Background: an optimization exercise with open tools, aiming at small area. Do not read the settings as production practice.
Only simulation tests tie the RTL to the original design; equivalence was not proved.
Power and IR drop assume default switching activity.

--- flow/constraint.sdc ---
create_clock -name core_clock -period 7.0 [get_ports {clk}]
set_input_delay 1.4000 -clock core_clock [delete_from_list [all_inputs] [get_ports {clk}]]
set_output_delay 1.4000 -clock core_clock [all_outputs]
set_load 0.01 [all_outputs]
--- flow/design.v ---
`default_nettype none
package mips_pkg;
    localparam int data_w     = 32;
    localparam int reg_addr_w = 5;
    localparam logic [reg_addr_w-1:0] ra_reg      = 5'd31;   
    localparam logic [data_w-1:0]     link_offset = 32'd8;   
    localparam logic [data_w-1:0]     nop_instr   = '0;      
    typedef enum logic [5:0] {
        op_special = 6'b000000,
        op_jal     = 6'b000011,
        op_beq     = 6'b000100,
        op_bne     = 6'b000101,
        op_addi    = 6'b001000,
        op_andi    = 6'b001100,
        op_ori     = 6'b001101,
        op_lui     = 6'b001111,
        op_lb      = 6'b100000,
        op_lh      = 6'b100001,
        op_lw      = 6'b100011,
        op_sb      = 6'b101000,
        op_sh      = 6'b101001,
        op_sw      = 6'b101011
    } opcode_e;
    typedef enum logic [5:0] {
        funct_sll  = 6'b000000,
        funct_jr   = 6'b001000,
        funct_add  = 6'b100000,
        funct_sub  = 6'b100010,
        funct_and  = 6'b100100,
        funct_or   = 6'b100101,
        funct_slt  = 6'b101010,
        funct_sltu = 6'b101011
    } funct_e;
    typedef enum logic [1:0] {
        wb_alu     = 2'd0,
        wb_mem     = 2'd1,
        wb_pc_link = 2'd2
    } wb_src_e;
    typedef enum logic [1:0] {
        ld_word = 2'd0,
        ld_byte = 2'd1,
        ld_half = 2'd2,
        ld_none = 2'd3
    } load_kind_e;
endpackage
`default_nettype wire
`timescale 1ns/100ps
`default_nettype none
module m_w_reg (
    input  logic                          clk,
    input  logic                          reset,
    input  logic                          stall,
    input  logic                          flush,
    input  logic [mips_pkg::reg_addr_w-1:0] m_dest,
    input  logic [mips_pkg::data_w-1:0]   m_data,
    output logic [mips_pkg::reg_addr_w-1:0] w_dest,
    output logic [mips_pkg::data_w-1:0]   w_data
);
    always_ff @(posedge clk) begin
        if (reset || flush)   
            w_dest <= '0;
        else if (!stall)
            w_dest <= m_dest;
    end
    always_ff @(posedge clk) begin
        if (!stall)
            w_data <= m_data;
    end
endmodule
`default_nettype wire
`timescale 1ns/100ps
`default_nettype none
module cu_w (
    input  logic [mips_pkg::data_w-1:0]          instr,
    output logic [mips_pkg::reg_addr_w-1:0]       reg_addr,
    output logic                                  sel_mem,
    output logic                                  sel_link
);
    logic [5:0] op;
    logic [5:0] funct;
    logic       r_write;
    logic       rt_write;
    assign op    = instr[31:26];
    assign funct = instr[5:0];
    always_comb begin
        case (funct)
            mips_pkg::funct_add, mips_pkg::funct_sub,
            mips_pkg::funct_and, mips_pkg::funct_or,
            mips_pkg::funct_slt, mips_pkg::funct_sltu,
            mips_pkg::funct_sll:  r_write = (op == mips_pkg::op_special);
            default:              r_write = 1'b0;
        endcase
    end
    always_comb begin
        case (op)
            mips_pkg::op_ori, mips_pkg::op_andi,
            mips_pkg::op_addi, mips_pkg::op_lui,
            mips_pkg::op_lw, mips_pkg::op_lb,
            mips_pkg::op_lh:  rt_write = 1'b1;
            default:          rt_write = 1'b0;
        endcase
    end
    always_comb begin
        if (r_write)
            reg_addr = instr[15:11];
        else if (rt_write)
            reg_addr = instr[20:16];
        else if (op == mips_pkg::op_jal)
            reg_addr = mips_pkg::ra_reg;
        else
            reg_addr = '0;
    end
    assign sel_mem  = op[5];
    assign sel_link = ~op[5] & ~op[3] & op[1] & op[0];
endmodule
`default_nettype wire
`timescale 1ns/100ps
`default_nettype none
module wb_data_select (
    input  logic [mips_pkg::data_w-1:0]   instr,
    input  logic [mips_pkg::data_w-1:0]   pc,
    input  logic [mips_pkg::data_w-1:0]   alu_out,
    input  logic [mips_pkg::data_w-1:0]   dm_out,
    input  logic                          sel_mem,
    input  logic                          sel_link,
    output logic [mips_pkg::data_w-1:0]   wb_data
);
    logic [7:0]                  byte_lane;
    logic [15:0]                 half_lane;
    logic [mips_pkg::data_w-1:0] load_data;
    logic [mips_pkg::data_w-1:0] link;
    assign half_lane = alu_out[1] ? dm_out[31:16] : dm_out[15:0];
    assign byte_lane = alu_out[0] ? half_lane[15:8] : half_lane[7:0];
    always_comb begin
        if (instr[27])
            load_data = dm_out;
        else if (instr[26])
            load_data = {{16{half_lane[15]}}, half_lane};
        else
            load_data = {{24{byte_lane[7]}}, byte_lane};
    end
    assign link[3:0] = {~pc[3], pc[2:0]};
    for (genvar i = 4; i < mips_pkg::data_w; i++) begin : g_link
        assign link[i] = pc[i] ^ (&pc[i-1:3]);
    end
    always_comb begin
        if (sel_mem)
            wb_data = load_data;
        else if (sel_link)
            wb_data = link;
        else
            wb_data = alu_out;
    end
endmodule
`default_nettype wire
`timescale 1ns/100ps
`default_nettype none
module reg_file (
    input  logic                            clk,
    input  logic                            reset,
    input  logic                            wr_en,
    input  logic [mips_pkg::reg_addr_w-1:0] wr_addr,
    input  logic [mips_pkg::data_w-1:0]     wr_data,
    input  logic [mips_pkg::reg_addr_w-1:0] rd_addr_a,
    input  logic [mips_pkg::reg_addr_w-1:0] rd_addr_b,
    output logic [mips_pkg::data_w-1:0]     rd_data_a,
    output logic [mips_pkg::data_w-1:0]     rd_data_b
);
    localparam int depth = 2 ** mips_pkg::reg_addr_w;
    logic [mips_pkg::data_w-1:0] regs [1:depth-1];
    logic [mips_pkg::data_w-1:0] wd;
    assign wd = reset ? '0 : wr_data;
    for (genvar i = 1; i < depth; i++) begin : g_reg
        logic en;
        assign en = reset | (wr_en & (wr_addr == i));
        always_ff @(posedge clk) begin
            if (en)
                regs[i] <= wd;
        end
    end
    logic [mips_pkg::data_w*(depth-1)-1:0] flat;
    for (genvar i = 1; i < depth; i++) begin : g_flat
        assign flat[mips_pkg::data_w*(i-1) +: mips_pkg::data_w] = regs[i];
    end
    read_port u_port_a (.addr(rd_addr_a), .regs(flat), .data(rd_data_a));
    read_port u_port_b (.addr(rd_addr_b), .regs(flat), .data(rd_data_b));
endmodule
`default_nettype wire
`default_nettype none
module read_port (
    input  logic [mips_pkg::reg_addr_w-1:0] addr,
    input  logic [mips_pkg::data_w*31-1:0]  regs,   
    output logic [mips_pkg::data_w-1:0]     data
);
    logic [31:0] sel;
    assign sel = 32'd1 << addr;
    for (genvar b = 0; b < mips_pkg::data_w; b++) begin : g_bit
        logic [10:0] grp_n;   
        for (genvar g = 0; g < 11; g++) begin : g_grp
            if (g < 10) begin : g_three
                aoi3 u_aoi (
                    .s0 (sel[3*g+1]), .d0 (regs[32*(3*g)+b]),
                    .s1 (sel[3*g+2]), .d1 (regs[32*(3*g+1)+b]),
                    .s2 (sel[3*g+3]), .d2 (regs[32*(3*g+2)+b]),
                    .y  (grp_n[g])
                );
            end else begin : g_one
                assign grp_n[g] = ~(sel[31] & regs[32*30+b]);
            end
        end
        assign data[b] = ~&grp_n;
    end
endmodule
module aoi3 (
    input  logic s0, d0, s1, d1, s2, d2,
    output logic y
);
    assign y = ~((s0 & d0) | (s1 & d1) | (s2 & d2));
endmodule
`default_nettype wire
`timescale 1ns/100ps
`default_nettype none
module wb_top (
    input  logic                            clk,
    input  logic                            reset,
    input  logic                            stall,
    input  logic                            flush,
    input  logic [mips_pkg::data_w-1:0]     m_instr,
    input  logic [mips_pkg::data_w-1:0]     m_pc,
    input  logic [mips_pkg::data_w-1:0]     m_alu_out,
    input  logic [mips_pkg::data_w-1:0]     m_dm_out,
    input  logic [mips_pkg::reg_addr_w-1:0] rs_addr,
    input  logic [mips_pkg::reg_addr_w-1:0] rt_addr,
    output logic [mips_pkg::data_w-1:0]     rs_data,
    output logic [mips_pkg::data_w-1:0]     rt_data,
    output logic [mips_pkg::reg_addr_w-1:0] w_fwd_addr,
    output logic [mips_pkg::data_w-1:0]     w_fwd_data
);
    logic [mips_pkg::reg_addr_w-1:0] m_dest;
    logic [mips_pkg::data_w-1:0]     m_data;
    logic                            sel_mem;
    logic                            sel_link;
    cu_w u_cu_w (
        .instr    (m_instr),
        .reg_addr (m_dest),
        .sel_mem  (sel_mem),
        .sel_link (sel_link)
    );
    wb_data_select u_wb_data_select (
        .instr    (m_instr),
        .pc       (m_pc),
        .alu_out  (m_alu_out),
        .dm_out   (m_dm_out),
        .sel_mem  (sel_mem),
        .sel_link (sel_link),
        .wb_data  (m_data)
    );
    m_w_reg u_m_w_reg (
        .clk    (clk),
        .reset  (reset),
        .stall  (stall),
        .flush  (flush),
        .m_dest (m_dest),
        .m_data (m_data),
        .w_dest (w_fwd_addr),
        .w_data (w_fwd_data)
    );
    reg_file u_reg_file (
        .clk       (clk),
        .reset     (reset),
        .wr_en     (~stall & ~flush),
        .wr_addr   (m_dest),
        .wr_data   (m_data),
        .rd_addr_a (rs_addr),
        .rd_addr_b (rt_addr),
        .rd_data_a (rs_data),
        .rd_data_b (rt_data)
    );
endmodule
`default_nettype wire
--- flow/flow/run.sh ---
#!/bin/bash
# Standard synthesis and layout, with these changes to the layout: the port
# buffers are the smallest buffer cell, and clock tree synthesis clusters more
# flip-flops per leaf buffer, uses small clock buffers and adds no dummy loads.
set -euo pipefail
bash standard.sh synth > synth.log 2>&1
export BUFFER_PORTS_ARGS="-buffer_cell sky130_fd_sc_hd__buf_1"
export CTS_ARGS="-sink_clustering_enable -repair_clock_nets -dont_use_dummy_load -sink_clustering_size 15 -sink_clustering_max_diameter 60 -buf_list {sky130_fd_sc_hd__clkbuf_8}"
bash standard.sh > layout.log 2>&1
--- flow/standard.sh ---
#!/bin/bash
# synth_recipe.tcl (not shown) runs the flow's synth.tcl, then flattens the netlist and writes it again
# the make line also repeats each setting of config.mk as NAME=value (left out here)
make -C /OpenROAD-flow-scripts/flow DESIGN_CONFIG=/design/flow/config.mk WORK_HOME=/design/flow/orfs CLKGATE_MAP_FILE= SYNTH_SCRIPT=/design/flow/synth_recipe.tcl "${@:-finish}"
--- flow/config.mk ---
export PLATFORM = sky130hd
export DESIGN_NAME = wb_top
export DESIGN_NICKNAME = wb_top
export VERILOG_FILES = /design/flow/design.v
export SDC_FILE = /design/flow/constraint.sdc
export NUM_CORES = 4
export LEC_CHECK = 0
export CAP_MARGIN = 0
export CORE_MARGIN = 2
export CORE_UTILIZATION = 45
export SLEW_MARGIN = 0
export SYNTH_HIERARCHICAL = 1
export SYNTH_MINIMUM_KEEP_SIZE = 0
==> results of run 1 <==
-- per-stage QoR --
stage | cells | utilization
CTS | 4050 | 0.505
global route | 4055 | 0.505
finish | 4055 | 0.505
detailed placement | 3964 | 0.492
floorplan | 2413 | -
global placement | 3964 | 0.492
-- worst max-delay path by stage --
stage / start / slack (ns) / end / depth (start not counted)
after floorplan: m_instr[1] / 1.28 / u_reg_file.regs[24][0]$_DFFE_PP_ / 6
final: rs_addr[0] / 1.20 / rs_data[0] / 8
after global placement: rt_addr[0] / 1.33 / rt_data[19] / 8
after CTS: rs_addr[0] / 1.27 / rs_data[0] / 8
after global routing: rs_addr[0] / 1.13 / rs_data[0] / 8
after detailed placement: rs_addr[0] / 1.27 / rs_data[0] / 8
-- cells by family (layout without fill, tap and decap cells) --
logic type      count (synthesis)  after routing  synth area share
compound gates                834            834             0.191
xor+xnor                       18             18           0.00374
fa+ha+maj                       5              5           0.00148
buf+inv                        54            437           0.00668
flops                        1029           1029             0.732
mux                            21             21           0.00540
other cells                     0              5                 0
simple gates                  452            452            0.0590
-- layer usage --
| layer | part of all wire | track usage | wire length, um | vias to the layer above |
|---|---|---|---|---|
| li1 | - | - | - | 12400 |
| met1 | 0.35 | 0.406 | 52800 | 15400 |
| met2 | 0.47 | 0.494 | 70700 | 2507 |
| met3 | 0.13 | 0.0573 | 19500 | 355 |
| met4 | 0.046 | 0.132 | 6920 | 6 |
| met5 | 0.00080 | 0.00708 | 120 | - |
-- area by class of cell --
cell class / instances / share of cell area
Clock buffer: 86 / 0.0252
Tap cell: 1254 / 0.0334
Inverter: 13 / 0.00104
Sequential cell: 1029 / 0.656
Antenna cell: 5 / 0.000266
Multi-Input combinational cell: 1330 / 0.248
Timing Repair Buffer: 338 / 0.0355
-- sequential cells by signal, indices dropped and copies added, names as in the netlist --
| name | cells |
|---|---|
| u_m_w_reg.w_data | 32 |
| u_m_w_reg.w_dest | 5 |
| u_reg_file.regs | 992 |
-- worst register-to-register path: cells and delay by family, from the launching register on --
family	cells	cell delay [ns]
AND/OR/NAND/NOR	1	0.06
multiplexers	1	0.15
flip-flops	1	0.33
-- Yosys stat by module (local to each module, per instance) --
| module | copies in the design | cell area [um^2] | cells |
|---|---|---|---|
| reg_file | 1 | 30400 | 1086 |
| wb_data_select | 1 | 1630 | 250 |
| m_w_reg | 1 | 1150 | 49 |
| read_port | 2 | 1140 | 178 |
| cu_w | 1 | 244 | 31 |
| aoi3 | 640 | 10.0 | 1 |
| wb_top | 1 | 3.75 | 1 |
-- power by group --
group,internal [mW],switching (mW)
logic,0.329,0.900
registers,7.46,0.285
clock network,1.10,1.87
total,8.89,3.05
-- placed cells by master, fill, tap and decap left out, drive strengths merged, types with 5 or more instances in the layout --
cell,netlist,routed
nand3b,8,8
nand4,135,135
nand2b,13,13
clkbuf,21,88
and2,5,5
inv,13,13
ha,5,5
a2bb2oi,9,9
a31o,7,7
a211oi,9,9
o22ai,6,6
dfxtp,5,5
diode,0,5
nor3,8,8
a221o,6,6
or3,5,5
a2111o,64,64
xnor2,15,15
edfxtp,1024,1024
nor2b,45,45
a222oi,640,640
nand3,21,21
a21oi,22,22
a21o,10,10
nor2,86,86
buf,20,336
mux2i,16,16
nand2,98,98
o221ai,10,10
o21ai,28,28
==> metrics.md, run 1 <==
| Metric | Value |
|---|---|
| Initial DRC Count | `7,377` |
| Crit path max-delay family | `simple AND/OR/NAND/NOR gates` |
| Flops & latches, synth | `1,029` |
| Maxcap violations | `0` |
| Sequential share of the synthesized area | `0.732` |
| Place WS | `1.27 ns` |
| RSZ-0062 raised after global routing | `no` |
| Number of global-route vias before repair | `30.3k` |
| FMAX | `173 MHz` |
| Total power | `11.9 mW` |
| Crit-path max cell delay | `0.72 ns` |
| P&R area growth vs syn | `11.5%` |
| Sum Neg Setup Slack | `0 ns` |
| Startpoint types | `primary input` |
| Final WL | `150 mm` |
| Worst hold path class | `reg -> reg` |
| Initial core utilization | `0.453` |
| Hold Crit Depth | `2` |
| Syn Area/Cell | `17.5 um^2` |
| Die Y | `310 um` |
| Type of the worst setup path | `in -> out` |
| Dpl hpwl | `91.5 mm` |
| CTS tree | `built` |
| Io pins | `243` |
| Worst Skew | `0 ns` |
| Synth cell types | `67` |
| GP Congestion | `0.997` |
| Layout cells sized above 1 | `0.123` |
| CP Max Fanout | `19` |
| R2r endpoint | `u_m_w_reg.w_dest[1]$_SDFFE_PP0N_` |
| Post-synth EDFFs | `1,024` |
| DR DRC count | `0` |
| Tmin final | `5.80 ns` |
| Area leader, netlist | `edfxtp_1` |
| Clk buf depth | `3` |
| H-tree depth | `3` |
| Post-synthesis cell count | `2,413` |
| First-pass GRT wire length | `211 mm` |
| Async S/R FF share, synth | `0` |
| Top cells by area, synth | `edfxtp_1 73%, a222oi_1 15%, nand4_1 2.0%` |
| Max-slew violations | `0` |
| Die area | `0.0961 mm^2` |
| Commonest cells in the synthesized netlist | `1,024 x edfxtp_1, 640 x a222oi_1, 135 x nand4_1, 96 x nand2_1, 84 x nor2_1` |
| Post-DR wirelength/cell | `37.0 um` |
| Synth top area share | `0.730` |
| Hold buffer count at CTS | `0` |
| Syn. warnings | `11` |
| Max stage delay cell, worst path | `nand2b_1` |
| Syn nets | `2,560` |
| Reg2Reg Launch Point | `u_m_w_reg.w_dest[1]$_SDFFE_PP0N_` |
| HP Start | `u_m_w_reg.w_dest[2]$_SDFFE_PP0N_` |
| Site row count | `112` |
| Worst Slack Setup Final | `1.20 ns` |
| IO buf count | `232` |
| P_leak | `14.9 nW` |
| Drt via density | `7.57` |
| Final non-filler cell area | `0.0470 mm^2` |
| Post-CTS sizing | `0` |
| Clock slew at reported path FFs | `0.06 ns` |
| Drt pass-1 iters | `14` |
| Layout fillers | `7,776` |
| Required @ worst endpoint | `5.60 ns` |
| Hold endpoint | `u_m_w_reg.w_dest[2]$_SDFFE_PP0N_` |
| Total congestion overflow | `0` |
| Arr. time, crit path | `4.40 ns` |
| FF/Latch Area | `0.0308 mm^2` |
| Tot GR Track Use | `0.306` |
| Critical Path End Type | `output port` |
| Layout net count | `2,945` |
| Dpl cell area | `0.0458 mm^2` |
| Cell mode on critical path | `buf_1` |
| Buffers & Inverters on Critical Path | `3` |
| Root buffer cell | `clkbuf_8` |
| Fin crit share | `0.828` |
| Antenna Nets Post-Route | `0` |
| Final setup violation count | `0` |
| Vias | `30.7k` |
| Hold_ws | `0.529 ns` |
| CTS sink cnt | `1,029` |
| Outcome | `no timing/DRC/antenna violations` |
| Width of the die | `310 um` |
| CP Cell Sequence | `buf_1 > nand2b_1 > nor2_4 > buf_4 > a222oi_1 > nand4_1 > a2111o_1 > buf_1` |
| Pwr dens | `254 mW/mm^2` |
| Worst vdd ir | `176 uV` |
| Core Footprint | `0.0930 mm^2` |
| Initial antenna violation count | `8` |
| R2r setup slk | `6.33 ns` |
| R2R depth | `2` |
| Postcts setup bufs | `0` |
| Worst-Skew Late Latency | `0.68 ns` |
| Hold Vio Cnt, Final | `0` |
| Num CTS Buffers | `86` |
| Largest net degree at the start of global routing | `45` |
| Rel. slew slack | `0.0915` |
| Multi-input combinational cell area | `0.0117 mm^2` |
| Post-synthesis cell area | `0.0421 mm^2` |
| Worst slew pin tran | `1.36 ns` |
| Most used flip-flop cell after synthesis | `edfxtp_1` |
| Most frequent cell after synthesis | `edfxtp_1` |
==> inputs of run 2 (changes only) <==
--- a/flow/config.mk
+++ b/flow/config.mk
@@ -5,9 +5,10 @@
 export SDC_FILE = /design/flow/constraint.sdc
 export NUM_CORES = 4
 export LEC_CHECK = 0
-export CAP_MARGIN = 0
+export CAP_MARGIN = 5
 export CORE_MARGIN = 2
 export CORE_UTILIZATION = 45
-export SLEW_MARGIN = 0
+export PLACE_DENSITY = 0.72
+export SLEW_MARGIN = 5
 export SYNTH_HIERARCHICAL = 1
 export SYNTH_MINIMUM_KEEP_SIZE = 0
==> run 2 against run 1 <==
Via count increased by 2.3%; count of clock-buffer cells in the layout down 1; largest power group unchanged; area after synthesis unchanged; sequential share of layout area up 0.36 points; synthesized cell count unchanged.
==> metrics.md, run 2 <==
| Metric | Value |
|---|---|
| Synth Area in Adders | `0.00148 (unchanged)` |
| Post-synthesis cell area | `0.0421 mm^2 (unchanged)` |
| Top reg by flops | `u_reg_file.regs (unchanged)` |
| Startpoint types | `primary input (unchanged)` |
| Largest net degree at the start of global routing | `45 (unchanged)` |
| Sequential share of the synthesized area | `0.732 (unchanged)` |
| H-tree depth | `3 (unchanged)` |
| Hold Vio Cnt, Final | `0 (unchanged)` |
| Max-slew violations | `0 (unchanged)` |
| CP Cell Sequence | `buf_1 > or3b_1 > nor2_2 > buf_12 > a222oi_1 > nand4_1 > a2111o_1 > buf_1 (was buf_1 > nand2b_1 > nor2_4 > buf_4 > a222oi_1 > nand4_1 > a2111o_1 > buf_1)` |
| Layout fillers | `7,641 (was 7,776)` |
| P_leak | `14.8 nW (was 14.9 nW)` |
| Io pins | `243 (unchanged)` |
| Dpl hpwl | `86.2 mm (was 91.5 mm)` |
| Crit path max-delay family | `simple AND/OR/NAND/NOR gates (unchanged)` |
| Top cells by area, synth | `edfxtp_1 73%, a222oi_1 15%, nand4_1 2.0% (unchanged)` |
| Drt pass-1 iters | `17 (was 14)` |
| CP Max Fanout | `18 (was 19)` |
| Worst slew pin tran | `1.39 ns (was 1.36 ns)` |
| Post-Synth XOR/XNOR Area | `0.00374 (unchanged)` |
| Rel. slew slack | `0.0665 (was 0.0915)` |
| Sum Neg Setup Slack | `0 ns (unchanged)` |
| CTS sink cnt | `1,029 (unchanged)` |
| Tot GR Track Use | `0.298 (was 0.306)` |
| Hold buffer count at CTS | `0 (unchanged)` |
| Width of the die | `310 um (unchanged)` |
| Multiplexer share of the synthesized area | `0.00541 (unchanged)` |
| Layout net count | `2,938 (was 2,945)` |
| R2r setup slk | `6.32 ns (was 6.33 ns)` |
| Initial DRC Count | `9,701 (was 7,377)` |
| IO buf count | `232 (unchanged)` |
| FMAX | `172 MHz (was 173 MHz)` |
| Layout cells sized above 1 | `0.120 (was 0.123)` |
| Final WL | `149 mm (was 150 mm)` |
| DR DRC count | `0 (unchanged)` |
| Final setup violation count | `0 (unchanged)` |
| Async S/R FF share, synth | `0 (unchanged)` |
| Type of the worst setup path | `in -> out (unchanged)` |
| Drt via density | `7.75 (was 7.57)` |
| GP Congestion | `0.987 (was 0.997)` |
| Fin crit share | `0.829 (was 0.828)` |
| Maxcap violations | `0 (unchanged)` |
| Total congestion overflow | `0 (unchanged)` |
| Required @ worst endpoint | `5.60 ns (about the same)` |
| Syn Area/Cell | `17.5 um^2 (unchanged)` |
| Post-DR wirelength/cell | `36.7 um (was 37.0 um)` |
| Number of global-route vias before repair | `30.2k (was 30.3k)` |
| Max stage delay cell, worst path | `nor2_2 (was nand2b_1)` |
| Cell mode on critical path | `buf_1 (unchanged)` |
| Largest family of logic cells by synthesized area | `compound AO/OA/AOI/OAI gates (unchanged)` |
| Vias | `31.4k (was 30.7k)` |
| Core Footprint | `0.0930 mm^2 (unchanged)` |
| Arr. time, crit path | `4.40 ns (about the same)` |
| Antenna Nets Post-Route | `0 (unchanged)` |
| Most used flip-flop cell after synthesis | `edfxtp_1 (unchanged)` |
| Synth cell types | `67 (unchanged)` |
| Synth top area share | `0.730 (unchanged)` |
| Outcome | `no timing/DRC/antenna violations (unchanged)` |
| Total power | `11.9 mW (about the same)` |
| Initial core utilization | `0.453 (unchanged)` |
| Final non-filler cell total | `4,048 (was 4,055)` |
| Postcts setup bufs | `0 (unchanged)` |
| First-pass GRT wire length | `206 mm (was 211 mm)` |
| Clk buf depth | `3 (unchanged)` |
| Synth Area in Simple Gates | `0.0590 (unchanged)` |
| Buffers & Inverters on Critical Path | `3 (unchanged)` |
| Commonest non-fill, non-tap cells in the layout | `1,024 x edfxtp_1, 640 x a222oi_1, 230 x buf_1 (unchanged)` |
| Tmin final | `5.80 ns (about the same)` |
| Critical Path End Type | `output port (unchanged)` |
| Top Registers | `u_reg_file.regs (992), u_m_w_reg.w_data (32), u_m_w_reg.w_dest (5) (unchanged)` |
| P&R area growth vs syn | `10.9% (was 11.5%)` |
| Most common cell after layout, fill and taps aside | `edfxtp_1 (unchanged)` |
| Post-synth EDFFs | `1,024 (unchanged)` |
| Commonest cells in the synthesized netlist | `1,024 x edfxtp_1, 640 x a222oi_1, 135 x nand4_1, 96 x nand2_1, 84 x nor2_1 (unchanged)` |
| RSZ-0062 raised after global routing | `no (unchanged)` |
| Most frequent cell after synthesis | `edfxtp_1 (unchanged)` |
| Root buffer cell | `clkbuf_8 (unchanged)` |
| Post-synthesis cell count | `2,413 (unchanged)` |
| Syn. warnings | `11 (unchanged)` |
| Initial antenna violation count | `8 (unchanged)` |
| Clock slew at reported path FFs | `0.05 ns (was 0.06 ns)` |
| Die area | `0.0961 mm^2 (unchanged)` |
| Area leader, netlist | `edfxtp_1 (unchanged)` |
| Flops & latches, synth | `1,029 (unchanged)` |
| Worst Skew | `0 ns (unchanged)` |
| Placed cell count | `3,958 (was 3,964)` |
| Worst-Skew Late Latency | `0.67 ns (was 0.68 ns)` |
| Site row count | `112 (unchanged)` |
| Worst hold path class | `reg -> reg (unchanged)` |
| Complex-gate fraction of the synthesized area | `0.191 (unchanged)` |
| Num CTS Buffers | `85 (was 86)` |
| Worst vdd ir | `118 uV (was 176 uV)` |
| Syn nets | `2,560 (unchanged)` |
| Pwr dens | `255 mW/mm^2 (was 254 mW/mm^2)` |
| Post-CTS sizing | `0 (unchanged)` |
| Crit-path max cell delay | `0.92 ns (was 0.72 ns)` |
| Max reg flops | `992 (unchanged)` |
| CTS tree | `built (unchanged)` |
| Die Y | `310 um (unchanged)` |
## run 2: final timing paths
kind | start | endpoint | depth (start not counted)
max | rs_addr[4] | rs_data[15] | 8
min | u_m_w_reg.w_dest[1]$_SDFFE_PP0N_ | u_m_w_reg.w_dest[1]$_SDFFE_PP0N_ | 2
max reg2reg | u_m_w_reg.w_dest[4]$_SDFFE_PP0N_ | u_m_w_reg.w_dest[4]$_SDFFE_PP0N_ | 2
min reg2reg | u_m_w_reg.w_dest[1]$_SDFFE_PP0N_ | u_m_w_reg.w_dest[1]$_SDFFE_PP0N_ | 2
## run 2: per-layer routing
| layer | vias up | track usage | wire length, um | part of all wire |
|---|---|---|---|---|
| li1 | 12400 | - | - | - |
| met1 | 15200 | 0.395 | 48500 | 0.33 |
| met2 | 3353 | 0.451 | 66100 | 0.45 |
| met3 | 473 | 0.0793 | 25200 | 0.17 |
| met4 | 4 | 0.160 | 8760 | 0.059 |
| met5 | - | 0 | 27 | 0.00018 |
## run 2: per-stage QoR
step	cell area (um^2)	setup slack [ns]	hold WS, ns	utilization
final	46700	1.20	0.546	0.502
after global routing	46700	1.25	0.566	0.502
after CTS	46700	1.39	0.549	0.502
after detailed placement	45500	1.39	0.535	0.489
after global placement	45500	1.48	0.521	0.489
after floorplan	42100	1.28	0.542	-
## run 2: area by class of cell
class	instances	area (um^2)	area share
inverter	13	48.8	0.00104
clock buffer	85	1170	0.0250
multi-input combinational	1330	11400	0.245
timing repair buffer	332	1640	0.0350
tap	1254	1570	0.0336
antenna	5	12.5	0.000268
sequential	1029	30800	0.660
## run 2: cells by family after synthesis
| family | count (synthesis) |
|---|---|
| XOR/XNOR | 18 |
| buffers and inverters | 54 |
| AND/OR/NAND/NOR | 452 |
| AO/OA/AOI/OAI | 834 |
| adder cells (fa/ha/maj) | 5 |
| flip-flops | 1029 |
| multiplexers | 21 |
## run 2: where the power goes
group	internal [mW]	switching, mW	total (mW)
clock network	1.08	1.84	2.93
registers	7.47	0.299	7.77
logic	0.325	0.909	1.23
total	8.87	3.05	11.9
## run 2: worst register-to-register path, cell delays in order (launching register included)
cell and delay [ns]:
dfxtp_1 0.31, mux2i_1 0.15, nor3_1 0.07
## run 2: modules after synthesis, one instance, submodules excluded
| module | times used | cells | flip-flops and latches | area [um^2] |
|---|---|---|---|---|
| aoi3 | 640 | 1 | 0 | 10.0 |
| cu_w | 1 | 31 | 0 | 244 |
| wb_data_select | 1 | 250 | 0 | 1630 |
| read_port | 2 | 178 | 0 | 1140 |
| wb_top | 1 | 1 | 0 | 3.75 |
| reg_file | 1 | 1086 | 992 | 30400 |
| m_w_reg | 1 | 49 | 37 | 1150 |
==> inputs of run 3 (changes only) <==
--- a/flow/config.mk
+++ b/flow/config.mk
@@ -5,10 +5,10 @@
 export SDC_FILE = /design/flow/constraint.sdc
 export NUM_CORES = 4
 export LEC_CHECK = 0
-export CAP_MARGIN = 5
+export CAP_MARGIN = 10
 export CORE_MARGIN = 2
 export CORE_UTILIZATION = 45
 export PLACE_DENSITY = 0.72
-export SLEW_MARGIN = 5
+export SLEW_MARGIN = 10
 export SYNTH_HIERARCHICAL = 1
 export SYNTH_MINIMUM_KEEP_SIZE = 0
==> run 3 against run 2 <==
Still clean on timing, DRC and antenna; utilization increased by 0.054 points; synthesized cell count did not move; final cell count about the same; clock power hardly changed; non-clock buffer count grew 3; total power is essentially flat; sequential cell count did not move; area after synthesis stayed put; register-to-register slack about the same; hold slack hardly changed; count of clock-buffer cells in the layout is the same; clock skew did not move.
==> metrics.md, run 3 <==
| Metric | Value |
|---|---|
| Outcome | `no timing/DRC/antenna violations (unchanged)` |
| Post-DR wirelength/cell | `36.6 um (was 36.7 um)` |
| Syn Area/Cell | `17.5 um^2 (unchanged)` |
| Cell mode on critical path | `buf_1 (unchanged)` |
| Dpl hpwl | `86.2 mm (unchanged)` |
| Worst vdd ir | `119 uV (was 118 uV)` |
| Sequential share of the synthesized area | `0.732 (unchanged)` |
| Vias | `31.5k (was 31.4k)` |
| Top Registers | `u_reg_file.regs (992), u_m_w_reg.w_data (32), u_m_w_reg.w_dest (5) (unchanged)` |
| Met2 wire length | `65.6 mm (was 66.1 mm)` |
| Syn. warnings | `11 (unchanged)` |
| Startpoint types | `primary input (unchanged)` |
| Arr. time, crit path | `4.43 ns (was 4.40 ns)` |
| P_leak | `14.8 nW (about the same)` |
| Commonest non-fill, non-tap cells in the layout | `1,024 x edfxtp_1, 640 x a222oi_1, 230 x buf_1 (unchanged)` |
| GP Congestion | `0.987 (unchanged)` |
| Crit path max-delay family | `simple AND/OR/NAND/NOR gates (unchanged)` |
| Post-synthesis cell area | `0.0421 mm^2 (unchanged)` |
| Top reg by flops | `u_reg_file.regs (unchanged)` |
| Initial core utilization | `0.453 (unchanged)` |
| Number of global-route vias before repair | `30.2k (unchanged)` |
| CP Max Fanout | `18 (unchanged)` |
| Initial antenna violation count | `8 (unchanged)` |
| CP Cell Sequence | `buf_1 > nand3_2 > nor2_2 > buf_4 > a222oi_1 > nand4_1 > a2111o_1 > buf_1 (was buf_1 > or3b_1 > nor2_2 > buf_12 > a222oi_1 > nand4_1 > a2111o_1 > buf_1)` |
| Post-synthesis cell count | `2,413 (unchanged)` |
| Largest net degree at the start of global routing | `45 (unchanged)` |
| FMAX | `171 MHz (was 172 MHz)` |
| Layout fillers | `7,635 (was 7,641)` |
| Critical Path End Type | `output port (unchanged)` |
| Commonest cells in the synthesized netlist | `1,024 x edfxtp_1, 640 x a222oi_1, 135 x nand4_1, 96 x nand2_1, 84 x nor2_1 (unchanged)` |
| Final non-filler cell area | `0.0468 mm^2 (was 0.0467 mm^2)` |
| Final setup violation count | `0 (unchanged)` |
| Final core occ | `0.503 (was 0.502)` |
| Worst-Skew Late Latency | `0.67 ns (about the same)` |
| Width of the die | `310 um (unchanged)` |
| Most common cell after layout, fill and taps aside | `edfxtp_1 (unchanged)` |
| Max reg flops | `992 (unchanged)` |
| H-tree depth | `3 (unchanged)` |
| Worst slew pin tran | `1.31 ns (was 1.39 ns)` |
| Layout cells sized above 1 | `0.121 (was 0.120)` |
| Wl on met1 | `48.5 mm (about the same)` |
| Clock slew at reported path FFs | `0.05 ns (about the same)` |
| Async S/R FF share, synth | `0 (unchanged)` |
| Post-synth EDFFs | `1,024 (unchanged)` |
| Postcts setup bufs | `0 (unchanged)` |
| P&R area growth vs syn | `11.0% (was 10.9%)` |
| Die area | `0.0961 mm^2 (unchanged)` |
| Fin crit share | `0.833 (was 0.829)` |
| Drt via density | `7.77 (was 7.75)` |
| Dpl cell area | `0.0455 mm^2 (unchanged)` |
| Max stage delay cell, worst path | `nor2_2 (unchanged)` |
| Core Footprint | `0.0930 mm^2 (unchanged)` |
| Max-slew violations | `0 (unchanged)` |
| Required @ worst endpoint | `5.60 ns (about the same)` |
| IO buf count | `232 (unchanged)` |
| Type of the worst setup path | `in -> out (unchanged)` |
| Root buffer cell | `clkbuf_8 (unchanged)` |
| Synth cell types | `67 (unchanged)` |
| Most frequent cell after synthesis | `edfxtp_1 (unchanged)` |
| Worst hold path class | `reg -> reg (unchanged)` |
| Crit. Startpoint | `rt_addr[4] (was rs_addr[4])` |
| Pwr dens | `255 mW/mm^2 (about the same)` |
| Die Y | `310 um (unchanged)` |
| CTS sink cnt | `1,029 (unchanged)` |
| Total congestion overflow | `0 (unchanged)` |
| Buffers & Inverters on Critical Path | `3 (unchanged)` |
| Worst Skew | `0 ns (unchanged)` |
| Maxcap violations | `0 (unchanged)` |
| CTS tree | `built (unchanged)` |
| Total power | `11.9 mW (about the same)` |
| HP Start | `u_m_w_reg.w_dest[1]$_SDFFE_PP0N_ (unchanged)` |
| Top cells by area, synth | `edfxtp_1 73%, a222oi_1 15%, nand4_1 2.0% (unchanged)` |
| DR WL met3 | `25.1 mm (was 25.2 mm)` |
| Site row count | `112 (unchanged)` |
| Top Metal Used | `met5 (unchanged)` |
| Layout net count | `2,941 (was 2,938)` |
| Io pins | `243 (unchanged)` |
| Crit-path max cell delay | `1.05 ns (was 0.92 ns)` |
| Sum Neg Setup Slack | `0 ns (unchanged)` |
| Reg2Reg Launch Point | `u_m_w_reg.w_dest[4]$_SDFFE_PP0N_ (unchanged)` |
| Antenna Nets Post-Route | `0 (unchanged)` |
| Syn nets | `2,560 (unchanged)` |
| Num CTS Buffers | `85 (unchanged)` |
| Tmin final | `5.83 ns (was 5.80 ns)` |
| Area leader, netlist | `edfxtp_1 (unchanged)` |
| First-pass GRT wire length | `206 mm (unchanged)` |
| Tot GR Track Use | `0.298 (unchanged)` |
| RSZ-0062 raised after global routing | `no (unchanged)` |
| Flops & latches, synth | `1,029 (unchanged)` |
| Clk buf depth | `3 (unchanged)` |
| Hold_ws | `0.546 ns (about the same)` |
| Synth top area share | `0.730 (unchanged)` |
| Drt pass-1 iters | `14 (was 17)` |
| Final WL | `148 mm (was 149 mm)` |
| Hold Vio Cnt, Final | `0 (unchanged)` |
| Most used flip-flop cell after synthesis | `edfxtp_1 (unchanged)` |
| DR DRC count | `0 (unchanged)` |
| Post-CTS sizing | `0 (unchanged)` |
| Initial DRC Count | `9,726 (was 9,701)` |
| Hold buffer count at CTS | `0 (unchanged)` |
| Rel. slew slack | `0.122 (was 0.0665)` |
## run 3: changes by cell type in the layout (fill, tap and decap cells not counted)
cell     before  now
buf_8         0    3
nor2b_2      29   28
nor2b_4       3    4
## run 3: cell families after synthesis
family | count (synthesis) | synth area share
DFF | 1029 | 0.732
AOI/OAI and AO/OA | 834 | 0.191
and+or+nand+nor | 452 | 0.0590
buffers and inverters | 54 | 0.00668
muxes | 21 | 0.00540
xor gates and xnor gates | 18 | 0.00374
adders and majority gates | 5 | 0.00148
## run 3: worst min-delay path: cells and delay by family, from the launching register on
kind / cells / cell delay [ns]
multiplexers: 1 / 0.13
AND/OR/NAND/NOR: 1 / 0.06
flip-flops: 1 / 0.31
## run 3: final cells by class
| cell class | count | area, um^2 | share of cell area |
|---|---|---|---|
| timing repair buffer | 335 | 1680 | 0.0359 |
| tap | 1254 | 1570 | 0.0335 |
| inverter | 13 | 48.8 | 0.00104 |
| clock buffer | 85 | 1170 | 0.0250 |
| sequential | 1029 | 30800 | 0.659 |
| antenna | 5 | 12.5 | 0.000267 |
| multi-input combinational | 1330 | 11500 | 0.245 |
## run 3: modules after synthesis, one instance, submodules excluded
module / cell area (um^2) / flops+latches / cells
aoi3: 10.0 / 0 / 1
wb_top: 3.75 / 0 / 1
cu_w: 244 / 0 / 31
wb_data_select: 1630 / 0 / 250
read_port: 1140 / 0 / 178
m_w_reg: 1150 / 37 / 49
reg_file: 30400 / 992 / 1086
## run 3: where the power goes
group	switching, mW	internal, mW	leakage [nW]
clock network	1.85	1.08	0.611
registers	0.300	7.47	9.91
logic	0.908	0.329	4.32
total	3.05	8.88	14.8
## run 3: stage by stage
stage,setup slack (ns),std cells
after floorplan,1.28,2413
after global placement,1.48,3958
after global routing,1.25,4051
after CTS,1.39,4043
after detailed placement,1.39,3958
final,1.17,4051
## run 3: worst paths after layout
check | endpoint | slack [ns] | depth (start not counted)
setup reg to reg | u_m_w_reg.w_dest[4]$_SDFFE_PP0N_ | 6.32 | 2
hold reg to reg | u_m_w_reg.w_dest[1]$_SDFFE_PP0N_ | 0.55 | 2
hold / removal | u_m_w_reg.w_dest[1]$_SDFFE_PP0N_ | 0.55 | 2
setup / recovery | rt_data[15] | 1.17 | 8
## run 3: routing by layer
metal / vias to the layer above / GRT usage
met4: 4 / 0.160
met2: 3331 / 0.451
met5: - / 0
met1: 15200 / 0.395
li1: 12400 / -
met3: 551 / 0.0793
==> inputs of run 4 (changes only) <==
--- a/flow/config.mk
+++ b/flow/config.mk
@@ -8,7 +8,7 @@
 export CAP_MARGIN = 10
 export CORE_MARGIN = 2
 export CORE_UTILIZATION = 45
-export PLACE_DENSITY = 0.72
+export PLACE_DENSITY = 0.8
 export SLEW_MARGIN = 10
 export SYNTH_HIERARCHICAL = 1
 export SYNTH_MINIMUM_KEEP_SIZE = 0
==> run 4 against run 3 <==
Setup slack lost 0.022 ns; via count shrank 0.80%; sequential cell count is the same; combinational power is essentially flat; highest routed layer unchanged; still clean on timing, DRC and antenna; non-clock buffer count shrank 31; wire length shrank 3.8%; first-iteration DRC count shrank 6.1%; final cell count shrank 0.77%.
==> metrics.md, run 4 <==
| Metric | Value |
|---|---|
| Outcome | `no timing/DRC/antenna violations (unchanged)` |
| Syn Area/Cell | `17.5 um^2 (unchanged)` |
| Post-DR wirelength/cell | `35.5 um (was 36.6 um)` |
| Top reg by flops | `u_reg_file.regs (unchanged)` |
| Syn. warnings | `11 (unchanged)` |
| Sum Neg Setup Slack | `0 ns (unchanged)` |
| Arr. time, crit path | `4.45 ns (was 4.43 ns)` |
| Core Footprint | `0.0930 mm^2 (unchanged)` |
| Num CTS Buffers | `80 (was 85)` |
| Io pins | `243 (unchanged)` |
| RSZ-0062 raised after global routing | `no (unchanged)` |
| Syn nets | `2,560 (unchanged)` |
| Drt pass-1 iters | `15 (was 14)` |
| Top cells by area, synth | `edfxtp_1 73%, a222oi_1 15%, nand4_1 2.0% (unchanged)` |
| Hold Vio Cnt, Final | `0 (unchanged)` |
| Type of the worst setup path | `in -> out (unchanged)` |
| Total congestion overflow | `0 (unchanged)` |
| Synth Area in Adders | `0.00148 (unchanged)` |
| Post-synthesis cell area | `0.0421 mm^2 (unchanged)` |
| Die area | `0.0961 mm^2 (unchanged)` |
| Initial core utilization | `0.453 (unchanged)` |
| Root buffer cell | `clkbuf_8 (unchanged)` |
| IO buf count | `232 (unchanged)` |
| Layout net count | `2,905 (was 2,941)` |
| Worst-Skew Late Latency | `0.65 ns (was 0.67 ns)` |
| FMAX | `171 MHz (about the same)` |
| Worst vdd ir | `130 uV (was 119 uV)` |
| Placed cell count | `3,929 (was 3,958)` |
| Clock slew at reported path FFs | `0.04 ns (was 0.05 ns)` |
| Required @ worst endpoint | `5.60 ns (about the same)` |
| Initial DRC Count | `9,136 (was 9,726)` |
| GP Congestion | `0.933 (was 0.987)` |
| Pwr dens | `253 mW/mm^2 (was 255 mW/mm^2)` |
| DR DRC count | `0 (unchanged)` |
| Commonest non-fill, non-tap cells in the layout | `1,024 x edfxtp_1, 640 x a222oi_1, 230 x buf_1 (unchanged)` |
| DR WL met3 | `24.5 mm (was 25.1 mm)` |
| Synth Area in Simple Gates | `0.0590 (unchanged)` |
| Area leader, netlist | `edfxtp_1 (unchanged)` |
| Worst Skew | `0 ns (unchanged)` |
| Most frequent cell after synthesis | `edfxtp_1 (unchanged)` |
| Post-synthesis cell count | `2,413 (unchanged)` |
| Worst hold path class | `reg -> reg (unchanged)` |
| Max-slew violations | `0 (unchanged)` |
| Top Metal Used | `met5 (unchanged)` |
| P_leak | `14.7 nW (was 14.8 nW)` |
| Most used flip-flop cell after synthesis | `edfxtp_1 (unchanged)` |
| Layout cells sized above 1 | `0.110 (was 0.121)` |
| Met2 wire length | `62.2 mm (was 65.6 mm)` |
| Critical Path End Type | `output port (unchanged)` |
| Synth top area share | `0.730 (unchanged)` |
| Site row count | `112 (unchanged)` |
| CTS tree | `built (unchanged)` |
| Commonest cells in the synthesized netlist | `1,024 x edfxtp_1, 640 x a222oi_1, 135 x nand4_1, 96 x nand2_1, 84 x nor2_1 (unchanged)` |
| Post-CTS sizing | `0 (unchanged)` |
| Largest family of logic cells by synthesized area | `compound AO/OA/AOI/OAI gates (unchanged)` |
| Power Internal | `8.81 mW (was 8.88 mW)` |
| Synth cell types | `67 (unchanged)` |
| Final WL | `143 mm (was 148 mm)` |
| H-tree depth | `3 (unchanged)` |
| Die Y | `310 um (unchanged)` |
| Dpl hpwl | `86.9 mm (was 86.2 mm)` |
| Clk network pwr share | `0.240 (was 0.245)` |
| Drt via density | `7.76 (was 7.77)` |
| P_sw | `3.02 mW (was 3.05 mW)` |
| Sequential Power Share | `0.655 (was 0.651)` |
| Top Registers | `u_reg_file.regs (992), u_m_w_reg.w_data (32), u_m_w_reg.w_dest (5) (unchanged)` |
| Postcts setup bufs | `0 (unchanged)` |
| Post-Synth XOR/XNOR Area | `0.00374 (unchanged)` |
| Max reg flops | `992 (unchanged)` |
| Number of global-route vias before repair | `29.7k (was 30.2k)` |
| P&R area growth vs syn | `10.9% (was 11.0%)` |
| Sw frac | `0.255 (was 0.256)` |
| Tot GR Track Use | `0.289 (was 0.298)` |
| Complex-gate fraction of the synthesized area | `0.191 (unchanged)` |
| Width of the die | `310 um (unchanged)` |
| Vias | `31.2k (was 31.5k)` |
| Most common cell after layout, fill and taps aside | `edfxtp_1 (unchanged)` |
| Startpoint types | `primary input (unchanged)` |
| CTS sink cnt | `1,029 (unchanged)` |
| Hold buffer count at CTS | `0 (unchanged)` |
| Tmin final | `5.85 ns (was 5.83 ns)` |
| Wl on met1 | `45.8 mm (was 48.5 mm)` |
| Sequential share of the synthesized area | `0.732 (unchanged)` |
| Largest net degree at the start of global routing | `36 (was 45)` |
| Logic pwr share | `0.105 (was 0.104)` |
| Hold_ws | `0.534 ns (was 0.546 ns)` |
| Final setup violation count | `0 (unchanged)` |
| Maxcap violations | `0 (unchanged)` |
| Async S/R FF share, synth | `0 (unchanged)` |
| Clk buf depth | `3 (unchanged)` |
| CP Max Fanout | `18 (unchanged)` |
| Antenna Nets Post-Route | `0 (unchanged)` |
| Flops & latches, synth | `1,029 (unchanged)` |
| Rel. slew slack | `0.0697 (was 0.122)` |
| Fin crit share | `0.836 (was 0.833)` |
| Multiplexer share of the synthesized area | `0.00541 (unchanged)` |
| Initial antenna violation count | `9 (was 8)` |
| Final non-filler cell total | `4,020 (was 4,051)` |
| Worst slew pin tran | `1.39 ns (was 1.31 ns)` |
| Post-synth EDFFs | `1,024 (unchanged)` |
| First-pass GRT wire length | `201 mm (was 206 mm)` |
[run 4: changes by cell type in the layout (fill, tap and decap cells not counted), moves of 3 or more]
cell and delta:
nor2_2 -40, nor2_4 +40, buf_4 -28, nor2b_2 -6, nor2b_4 +6, clkbuf_8 -5
diode_2 +5, buf_8 -3
[run 4: cell families (layout without fill, tap and decap cells)]
logic type	Yosys count	count (layout)
buf+inv	54	397
simple gates	452	452
xor+xnor	18	18
flops	1029	1029
fa+ha+maj	5	5
compound gates	834	834
mux	21	21
other cells	0	10
[run 4: final timing paths]
check	startpoint	endpoint	slack, ns	cells past startpoint
setup / recovery	rt_addr[3]	rt_data[31]	1.15	8
hold / removal	u_m_w_reg.w_dest[0]$_SDFFE_PP0N_	u_m_w_reg.w_dest[0]$_SDFFE_PP0N_	0.53	2
setup reg to reg	u_m_w_reg.w_dest[2]$_SDFFE_PP0N_	u_m_w_reg.w_dest[2]$_SDFFE_PP0N_	6.35	2
hold reg to reg	u_m_w_reg.w_dest[0]$_SDFFE_PP0N_	u_m_w_reg.w_dest[0]$_SDFFE_PP0N_	0.53	2
[run 4: modules after synthesis (local to each module, per instance)]
| module | copies in the design | flops+latches |
|---|---|---|
| read_port | 2 | 0 |
| aoi3 | 640 | 0 |
| m_w_reg | 1 | 37 |
| wb_data_select | 1 | 0 |
| cu_w | 1 | 0 |
| reg_file | 1 | 992 |
| wb_top | 1 | 0 |
[run 4: per-stage QoR]
stage / power, mW / setup slack, ns / util / instance area (um^2)
CTS: 11.7 / 1.27 / 0.501 / 46600
finish: 11.8 / 1.15 / 0.502 / 46700
detailed placement: 9.06 / 1.27 / 0.489 / 45500
global placement: 8.97 / 1.33 / 0.489 / 45500
global route: 12.1 / 1.11 / 0.502 / 46700
floorplan: 8.39 / 1.28 / - / 42100
[run 4: power groups by stage]
| stage | combinational, mW | clock (mW) | sequential (mW) |
|---|---|---|---|
| after global placement | 1.16 | 0 | 7.82 |
| after CTS | 1.18 | 2.82 | 7.74 |
| after global routing | 1.27 | 3.04 | 7.81 |
| final | 1.24 | 2.84 | 7.76 |
| after detailed placement | 1.18 | 0 | 7.88 |
| after floorplan | 0.580 | 0 | 7.81 |
[run 4: cell type report]
cell class              instances  area (um^2)
well taps                    1254         1570
fillers                      7567        46300
multi-input cells            1330        11700
inverters                      13         48.8
clock buffers                  80         1100
diodes                         10         25.0
repair buffers                304         1430
flip-flops and latches       1029        30800
[run 4: critical path, stage by stage]
cell and delay, ns:
buf_1 0.16, nand2b_1 0.68, nor2_2 0.39, buf_4 0.35, a222oi_1 0.43, nand4_1 0.30
a2111o_1 0.53, buf_1 0.17
[run 4: metal layers]
metal,vias up,track usage
met5,-,0
met4,4,0.162
met3,575,0.0727
met2,3396,0.442
met1,14900,0.380
li1,12300,-
==> inputs of run 5 (changes only) <==
==> flow/config.mk (replaced) <==
export PLATFORM = sky130hd
export DESIGN_NAME = wb_top
export DESIGN_NICKNAME = wb_top
export VERILOG_FILES = /design/flow/design.v
export SDC_FILE = /design/flow/constraint.sdc
export NUM_CORES = 4
export LEC_CHECK = 0
export CAP_MARGIN = 5
export CORE_MARGIN = 2
export CORE_UTILIZATION = 45
export PLACE_DENSITY = 0.76
export SLEW_MARGIN = 5
export SYNTH_HIERARCHICAL = 1
export SYNTH_MINIMUM_KEEP_SIZE = 0
==> run 5 against run 4 <==
Sequential cell count unchanged; first-iteration DRC count decreased by 6.6%; global-route usage decreased by 0.46 points; critical path depth unchanged; hold slack got worse by 0.0092 ns; via count decreased by 1.1%; maximum frequency increased by 0.41%; setup slack improved by 0.024 ns.
==> metrics.md, run 5 <==
| Metric | Value |
|---|---|
| FF/Latch Area | `0.0308 mm^2 (unchanged)` |
| Antenna Nets Post-Route | `0 (unchanged)` |
| Maxcap violations | `0 (unchanged)` |
| Vias | `30.9k (was 31.2k)` |
| Critical Path End Type | `output port (unchanged)` |
| Post-synth EDFFs | `1,024 (unchanged)` |
| Arr. time, crit path | `4.43 ns (was 4.45 ns)` |
| Final non-filler cell area | `0.0467 mm^2 (about the same)` |
| Root buffer cell | `clkbuf_8 (unchanged)` |
| Total congestion overflow | `0 (unchanged)` |
| Fin crit share | `0.833 (was 0.836)` |
| Outcome | `no timing/DRC/antenna violations (unchanged)` |
| Width of the die | `310 um (unchanged)` |
| Type of the worst setup path | `in -> out (unchanged)` |
| Tot GR Track Use | `0.285 (was 0.289)` |
| Drt pass-1 iters | `13 (was 15)` |
| Required @ worst endpoint | `5.60 ns (about the same)` |
| Num CTS Buffers | `81 (was 80)` |
| Top cells by area, synth | `edfxtp_1 73%, a222oi_1 15%, nand4_1 2.0% (unchanged)` |
| CTS tree | `built (unchanged)` |
| Worst-Skew Late Latency | `0.65 ns (about the same)` |
| Top reg by flops | `u_reg_file.regs (unchanged)` |
| Initial core utilization | `0.453 (unchanged)` |
| Dpl cell area | `0.0456 mm^2 (was 0.0455 mm^2)` |
| Die Y | `310 um (unchanged)` |
| Startpoint types | `primary input (unchanged)` |
| Worst vdd ir | `153 uV (was 130 uV)` |
| Rel. slew slack | `0.102 (was 0.0697)` |
| Final setup violation count | `0 (unchanged)` |
| Flops & latches, synth | `1,029 (unchanged)` |
| Worst hold path class | `reg -> reg (unchanged)` |
| Sum Neg Setup Slack | `0 ns (unchanged)` |
| Multi-input combinational cell area | `0.0117 mm^2 (unchanged)` |
| Sequential share of the synthesized area | `0.732 (unchanged)` |
| Hold Vio Cnt, Final | `0 (unchanged)` |
| Largest net degree at the start of global routing | `48 (was 36)` |
| Clock slew at reported path FFs | `0.04 ns (about the same)` |
| Postcts setup bufs | `0 (unchanged)` |
| P&R area growth vs syn | `10.9% (about the same)` |
| Post-synthesis cell count | `2,413 (unchanged)` |
| Number of global-route vias before repair | `29.1k (was 29.7k)` |
| Synth top area share | `0.730 (unchanged)` |
| DR DRC count | `0 (unchanged)` |
| Commonest cells in the synthesized netlist | `1,024 x edfxtp_1, 640 x a222oi_1, 135 x nand4_1, 96 x nand2_1, 84 x nor2_1 (unchanged)` |
| H-tree depth | `3 (unchanged)` |
| Initial DRC Count | `8,535 (was 9,136)` |
| Dpl hpwl | `86.1 mm (was 86.9 mm)` |
| Initial antenna violation count | `9 (unchanged)` |
| Site row count | `112 (unchanged)` |
| CP Max Fanout | `18 (unchanged)` |
| CTS sink cnt | `1,029 (unchanged)` |
| GP Congestion | `0.928 (was 0.933)` |
| Final WL | `142 mm (was 143 mm)` |
| Clk buf depth | `3 (unchanged)` |
| Layout cells sized above 1 | `0.112 (was 0.110)` |
| Die area | `0.0961 mm^2 (unchanged)` |
| Io pins | `243 (unchanged)` |
| Area leader, netlist | `edfxtp_1 (unchanged)` |
| RSZ-0062 raised after global routing | `no (unchanged)` |
| IO buf count | `232 (unchanged)` |
| Syn. warnings | `11 (unchanged)` |
| Core Footprint | `0.0930 mm^2 (unchanged)` |
| Layout net count | `2,911 (was 2,905)` |
| Top Registers | `u_reg_file.regs (992), u_m_w_reg.w_data (32), u_m_w_reg.w_dest (5) (unchanged)` |
| Async S/R FF share, synth | `0 (unchanged)` |
| Synth cell types | `67 (unchanged)` |
| Hold buffer count at CTS | `0 (unchanged)` |
| Most common cell after layout, fill and taps aside | `edfxtp_1 (unchanged)` |
| Layout fillers | `7,554 (was 7,567)` |
| Syn Area/Cell | `17.5 um^2 (unchanged)` |
| First-pass GRT wire length | `198 mm (was 201 mm)` |
| Drt via density | `7.67 (was 7.76)` |
| Syn nets | `2,560 (unchanged)` |
| Post-synthesis cell area | `0.0421 mm^2 (unchanged)` |
| Worst slew pin tran | `1.34 ns (was 1.39 ns)` |
| Tmin final | `5.83 ns (was 5.85 ns)` |
| Pwr dens | `253 mW/mm^2 (about the same)` |
| Max reg flops | `992 (unchanged)` |
| FMAX | `172 MHz (was 171 MHz)` |
| Commonest non-fill, non-tap cells in the layout | `1,024 x edfxtp_1, 640 x a222oi_1, 230 x buf_1 (unchanged)` |
| Post-CTS sizing | `0 (unchanged)` |
| Most frequent cell after synthesis | `edfxtp_1 (unchanged)` |
| Max-slew violations | `0 (unchanged)` |
| P_leak | `14.7 nW (about the same)` |
| Most used flip-flop cell after synthesis | `edfxtp_1 (unchanged)` |
| Worst Skew | `0 ns (unchanged)` |
| Post-DR wirelength/cell | `35.2 um (was 35.5 um)` |
==> run 5: cell counts after synthesis <==
Identical to the previous run, type by type.
==> run 5: area by class of cell <==
| class | count | area share |
|---|---|---|
| Antenna cell | 8 | 0.000428 |
| Sequential cell | 1029 | 0.660 |
| Clock buffer | 81 | 0.0239 |
| Multi-Input combinational cell | 1330 | 0.250 |
| Tap cell | 1254 | 0.0336 |
| Timing Repair Buffer | 309 | 0.0311 |
| Inverter | 13 | 0.00104 |
==> run 5: power by group <==
| part | internal, mW | switching [mW] | total (mW) |
|---|---|---|---|
| Sequential | 7.46 | 0.284 | 7.75 |
| Combinational | 0.324 | 0.898 | 1.22 |
| Clock | 1.04 | 1.81 | 2.85 |
==> run 5: Yosys stat by module (local to each module, per instance) <==
module | times used | flip-flops and latches | cells
aoi3 | 640 | 0 | 1
cu_w | 1 | 0 | 31
m_w_reg | 1 | 37 | 49
read_port | 2 | 0 | 178
reg_file | 1 | 992 | 1086
wb_data_select | 1 | 0 | 250
wb_top | 1 | 0 | 1
==> run 5: cell families after synthesis <==
family | after synthesis | share of synthesized area
mux | 21 | 0.00540
compound gates | 834 | 0.191
buf+inv | 54 | 0.00668
flops | 1029 | 0.732
xor+xnor | 18 | 0.00374
simple gates | 452 | 0.0590
fa+ha+maj | 5 | 0.00148
==> run 5: worst paths after layout <==
kind	from	slack, ns	cells past startpoint	endpoint
setup / recovery	rt_addr[0]	1.17	8	rt_data[1]
hold / removal	u_m_w_reg.w_dest[3]$_SDFFE_PP0N_	0.52	2	u_m_w_reg.w_dest[3]$_SDFFE_PP0N_
setup reg to reg	u_m_w_reg.w_dest[2]$_SDFFE_PP0N_	6.35	2	u_m_w_reg.w_dest[2]$_SDFFE_PP0N_
hold reg to reg	u_m_w_reg.w_dest[3]$_SDFFE_PP0N_	0.52	2	u_m_w_reg.w_dest[3]$_SDFFE_PP0N_
==> run 5: per-stage QoR <==
stage	hold WS, ns	setup slack [ns]	utilization	cells	power [mW]
after floorplan	0.542	1.28	-	2413	8.39
after global placement	0.519	1.37	0.490	3935	8.98
after detailed placement	0.520	1.34	0.490	3935	9.05
after CTS	0.531	1.32	0.502	4016	11.8
after global routing	0.570	1.12	0.502	4023	12.1
final	0.524	1.17	0.502	4024	11.8
==> run 5: per-layer routing <==
layer  vias to the layer above  wire, um  part of all wire  track usage
met5                         -        11          0.000078            0
met4                         2      9250             0.065        0.164
met3                       496     23000              0.16       0.0721
met2                      3111     62300              0.44        0.432
met1                     14900     46900              0.33        0.374
li1                      12300         -                 -            -
==> run 5: worst max-delay path, stage by stage <==
cell      delay, ns
buf_1          0.15
nand2b_1       0.71
nor2_4         0.32
buf_4          0.33
a222oi_1       0.57
nand4_1        0.31
a2111o_1       0.46
buf_1          0.17
==> inputs of run 6 (changes only) <==
--- a/flow/flow/run.sh
+++ b/flow/flow/run.sh
@@ -5,5 +5,5 @@
 set -euo pipefail
 bash standard.sh synth > synth.log 2>&1
 export BUFFER_PORTS_ARGS="-buffer_cell sky130_fd_sc_hd__buf_1"
-export CTS_ARGS="-sink_clustering_enable -repair_clock_nets -dont_use_dummy_load -sink_clustering_size 15 -sink_clustering_max_diameter 60 -buf_list {sky130_fd_sc_hd__clkbuf_8}"
+export CTS_ARGS="-sink_clustering_enable -repair_clock_nets -dont_use_dummy_load -sink_clustering_size 30 -sink_clustering_max_diameter 80 -buf_list {sky130_fd_sc_hd__clkbuf_16}"
 bash standard.sh > layout.log 2>&1
==> flow/config.mk (replaced) <==
export PLATFORM = sky130hd
export DESIGN_NAME = wb_top
export DESIGN_NICKNAME = wb_top
export VERILOG_FILES = /design/flow/design.v
export SDC_FILE = /design/flow/constraint.sdc
export NUM_CORES = 4
export LEC_CHECK = 0
export CAP_MARGIN = 0
export CORE_MARGIN = 2
export CORE_UTILIZATION = 45
export SLEW_MARGIN = 0
export SYNTH_HIERARCHICAL = 1
export SYNTH_MINIMUM_KEEP_SIZE = 0
==> run 6 against run 5 <==
Final cell count fell by 0.17%; via count down 0.31%; sequential share of layout area down 0.38 points; utilization grew 0.29 points; non-clock buffer count rose by 30; combinational power barely moved; highest routed layer unchanged.
==> metrics.md, run 6 <==
| Metric | Value |
|---|---|
| Outcome | `no timing/DRC/antenna violations (unchanged)` |
| Commonest cells in the synthesized netlist | `1,024 x edfxtp_1, 640 x a222oi_1, 135 x nand4_1, 96 x nand2_1, 84 x nor2_1 (unchanged)` |
| Sequential share of the synthesized area | `0.732 (unchanged)` |
| Largest net degree at the start of global routing | `45 (was 48)` |
| Worst Skew | `0 ns (unchanged)` |
| Layout net count | `2,907 (was 2,911)` |
| Hold_ws | `0.529 ns (was 0.524 ns)` |
| Top cells by area, synth | `edfxtp_1 73%, a222oi_1 15%, nand4_1 2.0% (unchanged)` |
| Site row count | `112 (unchanged)` |
| Clock slew at reported path FFs | `0.06 ns (was 0.04 ns)` |
| Num CTS Buffers | `47 (was 81)` |
| Worst vdd ir | `173 uV (was 153 uV)` |
| Most frequent cell after synthesis | `edfxtp_1 (unchanged)` |
| CTS sink cnt | `1,029 (unchanged)` |
| Die area | `0.0961 mm^2 (unchanged)` |
| Arr. time, crit path | `4.41 ns (was 4.43 ns)` |
| P&R area growth vs syn | `11.6% (was 10.9%)` |
| Layout cells sized above 1 | `0.111 (was 0.112)` |
| Top reg by flops | `u_reg_file.regs (unchanged)` |
| Io pins | `243 (unchanged)` |
| Async S/R FF share, synth | `0 (unchanged)` |
| Flops & latches, synth | `1,029 (unchanged)` |
| Syn. warnings | `11 (unchanged)` |
| DR DRC count | `0 (unchanged)` |
| Max-slew violations | `0 (unchanged)` |
| Synth top area share | `0.730 (unchanged)` |
| Top Registers | `u_reg_file.regs (992), u_m_w_reg.w_data (32), u_m_w_reg.w_dest (5) (unchanged)` |
| Core Footprint | `0.0930 mm^2 (unchanged)` |
| Most common cell after layout, fill and taps aside | `edfxtp_1 (unchanged)` |
| Place WS | `1.27 ns (was 1.34 ns)` |
| Vias | `30.8k (was 30.9k)` |
| Final core occ | `0.505 (was 0.502)` |
| Fin crit share | `0.830 (was 0.833)` |
| Most used flip-flop cell after synthesis | `edfxtp_1 (unchanged)` |
| CTS tree | `built (unchanged)` |
| FMAX | `172 MHz (about the same)` |
| Initial antenna violation count | `9 (unchanged)` |
| Startpoint types | `primary input (unchanged)` |
| CP Max Fanout | `19 (was 18)` |
| Required @ worst endpoint | `5.60 ns (about the same)` |
| Hold buffer count at CTS | `0 (unchanged)` |
| Total power | `12.0 mW (was 11.8 mW)` |
| Rel. slew slack | `0.0642 (was 0.102)` |
| Final WL | `149 mm (was 142 mm)` |
| Initial DRC Count | `7,472 (was 8,535)` |
| Type of the worst setup path | `in -> out (unchanged)` |
| Final non-filler cell area | `0.0470 mm^2 (was 0.0467 mm^2)` |
| P_leak | `14.8 nW (was 14.7 nW)` |
| Sum Neg Setup Slack | `0 ns (unchanged)` |
| Drt pass-1 iters | `14 (was 13)` |
| Worst Slack Setup Final | `1.19 ns (was 1.17 ns)` |
| Width of the die | `310 um (unchanged)` |
| Maxcap violations | `0 (unchanged)` |
| Worst slew pin tran | `1.40 ns (was 1.34 ns)` |
| Final setup violation count | `0 (unchanged)` |
| Post-synth EDFFs | `1,024 (unchanged)` |
| Drt via density | `7.66 (was 7.67)` |
| Post-CTS sizing | `0 (unchanged)` |
| First-pass GRT wire length | `209 mm (was 198 mm)` |
| Initial core utilization | `0.453 (unchanged)` |
| Hold Vio Cnt, Final | `0 (unchanged)` |
| Clk buf depth | `3 (unchanged)` |
| Syn nets | `2,560 (unchanged)` |
| Area leader, netlist | `edfxtp_1 (unchanged)` |
| Number of global-route vias before repair | `30.0k (was 29.1k)` |
| Worst-Skew Late Latency | `0.59 ns (was 0.65 ns)` |
| Syn Area/Cell | `17.5 um^2 (unchanged)` |
| Final non-filler cell total | `4,017 (was 4,024)` |
| Pwr dens | `255 mW/mm^2 (was 253 mW/mm^2)` |
| Max reg flops | `992 (unchanged)` |
| Dpl hpwl | `91.5 mm (was 86.1 mm)` |
| Die Y | `310 um (unchanged)` |
| Root buffer cell | `clkbuf_16 (was clkbuf_8)` |
| Antenna Nets Post-Route | `0 (unchanged)` |
| IO buf count | `232 (unchanged)` |
| H-tree depth | `2 (was 3)` |
| GP Congestion | `0.997 (was 0.928)` |
| Postcts setup bufs | `0 (unchanged)` |
| Post-synthesis cell area | `0.0421 mm^2 (unchanged)` |
| Placed cell count | `3,964 (was 3,935)` |
| Dpl cell area | `0.0458 mm^2 (was 0.0456 mm^2)` |
| Post-synthesis cell count | `2,413 (unchanged)` |
| RSZ-0062 raised after global routing | `no (unchanged)` |
| Post-DR wirelength/cell | `37.1 um (was 35.2 um)` |
| Synth cell types | `67 (unchanged)` |
| Critical Path End Type | `output port (unchanged)` |
| Worst hold path class | `reg -> reg (unchanged)` |
| Total congestion overflow | `0 (unchanged)` |
| Commonest non-fill, non-tap cells in the layout | `1,024 x edfxtp_1, 640 x a222oi_1, 230 x buf_1 (unchanged)` |
| Layout fillers | `7,763 (was 7,554)` |
| Tmin final | `5.81 ns (was 5.83 ns)` |
| Tot GR Track Use | `0.303 (was 0.285)` |
## run 6: cell counts after synthesis
Identical to the previous run, type by type.
## run 6: path summary, 6_finish.rpt
check                                   startpoint                               end  slack, ns  cells after the start
setup / recovery                        rs_addr[0]                        rs_data[0]       1.19                      8
hold / removal    u_m_w_reg.w_dest[2]$_SDFFE_PP0N_  u_m_w_reg.w_dest[2]$_SDFFE_PP0N_       0.53                      2
setup reg to reg  u_m_w_reg.w_dest[1]$_SDFFE_PP0N_  u_m_w_reg.w_dest[1]$_SDFFE_PP0N_       6.33                      2
hold reg to reg   u_m_w_reg.w_dest[2]$_SDFFE_PP0N_  u_m_w_reg.w_dest[2]$_SDFFE_PP0N_       0.53                      2
## run 6: Yosys stat by module, one instance, submodules excluded
module	flip-flops and latches	area, um^2	times used
aoi3	0	10.0	640
cu_w	0	244	1
m_w_reg	37	1150	1
read_port	0	1140	2
reg_file	992	30400	1
wb_data_select	0	1630	1
wb_top	0	3.75	1
## run 6: routing by layer
metal	share of wire	track usage
met1	0.35	0.407
met4	0.050	0.142
met5	0.00060	0.00506
met2	0.47	0.486
met3	0.13	0.0501
## run 6: layout make-up
class	instances	area (um^2)	area share
inverters	13	48.8	0.00104
well taps	1254	1570	0.0334
repair buffers	339	1700	0.0361
diodes	5	12.5	0.000266
flip-flops and latches	1029	30800	0.656
clock buffers	47	1180	0.0250
multi-input cells	1330	11700	0.248
## run 6: cells by family after synthesis
kind of cell / count (synthesis) / share of synthesized area
multiplexers: 21 / 0.00540
AND/OR/NAND/NOR: 452 / 0.0590
adder cells (fa/ha/maj): 5 / 0.00148
XOR/XNOR: 18 / 0.00374
flip-flops: 1029 / 0.732
AO/OA/AOI/OAI: 834 / 0.191
buffers and inverters: 54 / 0.00668
## run 6: worst max-delay path, cell delays in order
cell	delay, ns
buf_1	0.15
nand2b_1	0.72
nor2_4	0.35
buf_4	0.33
a222oi_1	0.42
nand4_1	0.27
a2111o_1	0.55
buf_1	0.18
## run 6: where the power goes
| part | leakage [nW] | total [mW] | internal (mW) | switching [mW] |
|---|---|---|---|---|
| logic | 4.34 | 1.23 | 0.331 | 0.900 |
| clock network | 0.579 | 3.01 | 1.20 | 1.81 |
| registers | 9.91 | 7.75 | 7.46 | 0.285 |

==> re-timing with driven ports <==
In the flow no input, the clock included, has a driving cell. The finished layouts below were timed again as built, in two steps.
Step 1: set_driving_cell puts a clkbuf_16 on clk and a buf_2 on each other input, an assumption about the parent block.
Step 2 moves the port delays by t, midway between the first and last clock arrival at a register: inputs arrive t later, outputs are due t later. That takes back most of the time a late clock gives input paths.
Three values: no drivers, after step 1, after step 2; two values: the first two.
| run | t (ns) | slack for setup (ns) | latest minus earliest clock arrival (ns) | pins driven straight from the clock port |
|---|---|---|---|---|
| run 1 | 0.764 | 1.204 / 1.106 / 1.106 | 0.082 / 0.083 | 1 |
| run 2 | 0.746 | 1.199 / 1.094 / 1.094 | 0.149 / 0.150 | 1 |
| run 3 | 0.751 | 1.169 / 1.029 / 1.029 | 0.150 / 0.150 | 1 |
| run 4 | 0.769 | 1.147 / 1.017 / 1.017 | 0.107 / 0.108 | 1 |
| run 5 | 0.743 | 1.171 / 1.094 / 1.094 | 0.117 / 0.117 | 1 |
| run 6 | 0.679 | 1.193 / 1.093 / 1.093 | 0.077 / 0.077 | 1 |
After both steps every run listed still meets setup and hold. The setup slack of run 3, which loses most, moves by -0.140 ns with the drivers and by -0.140 ns with both steps.
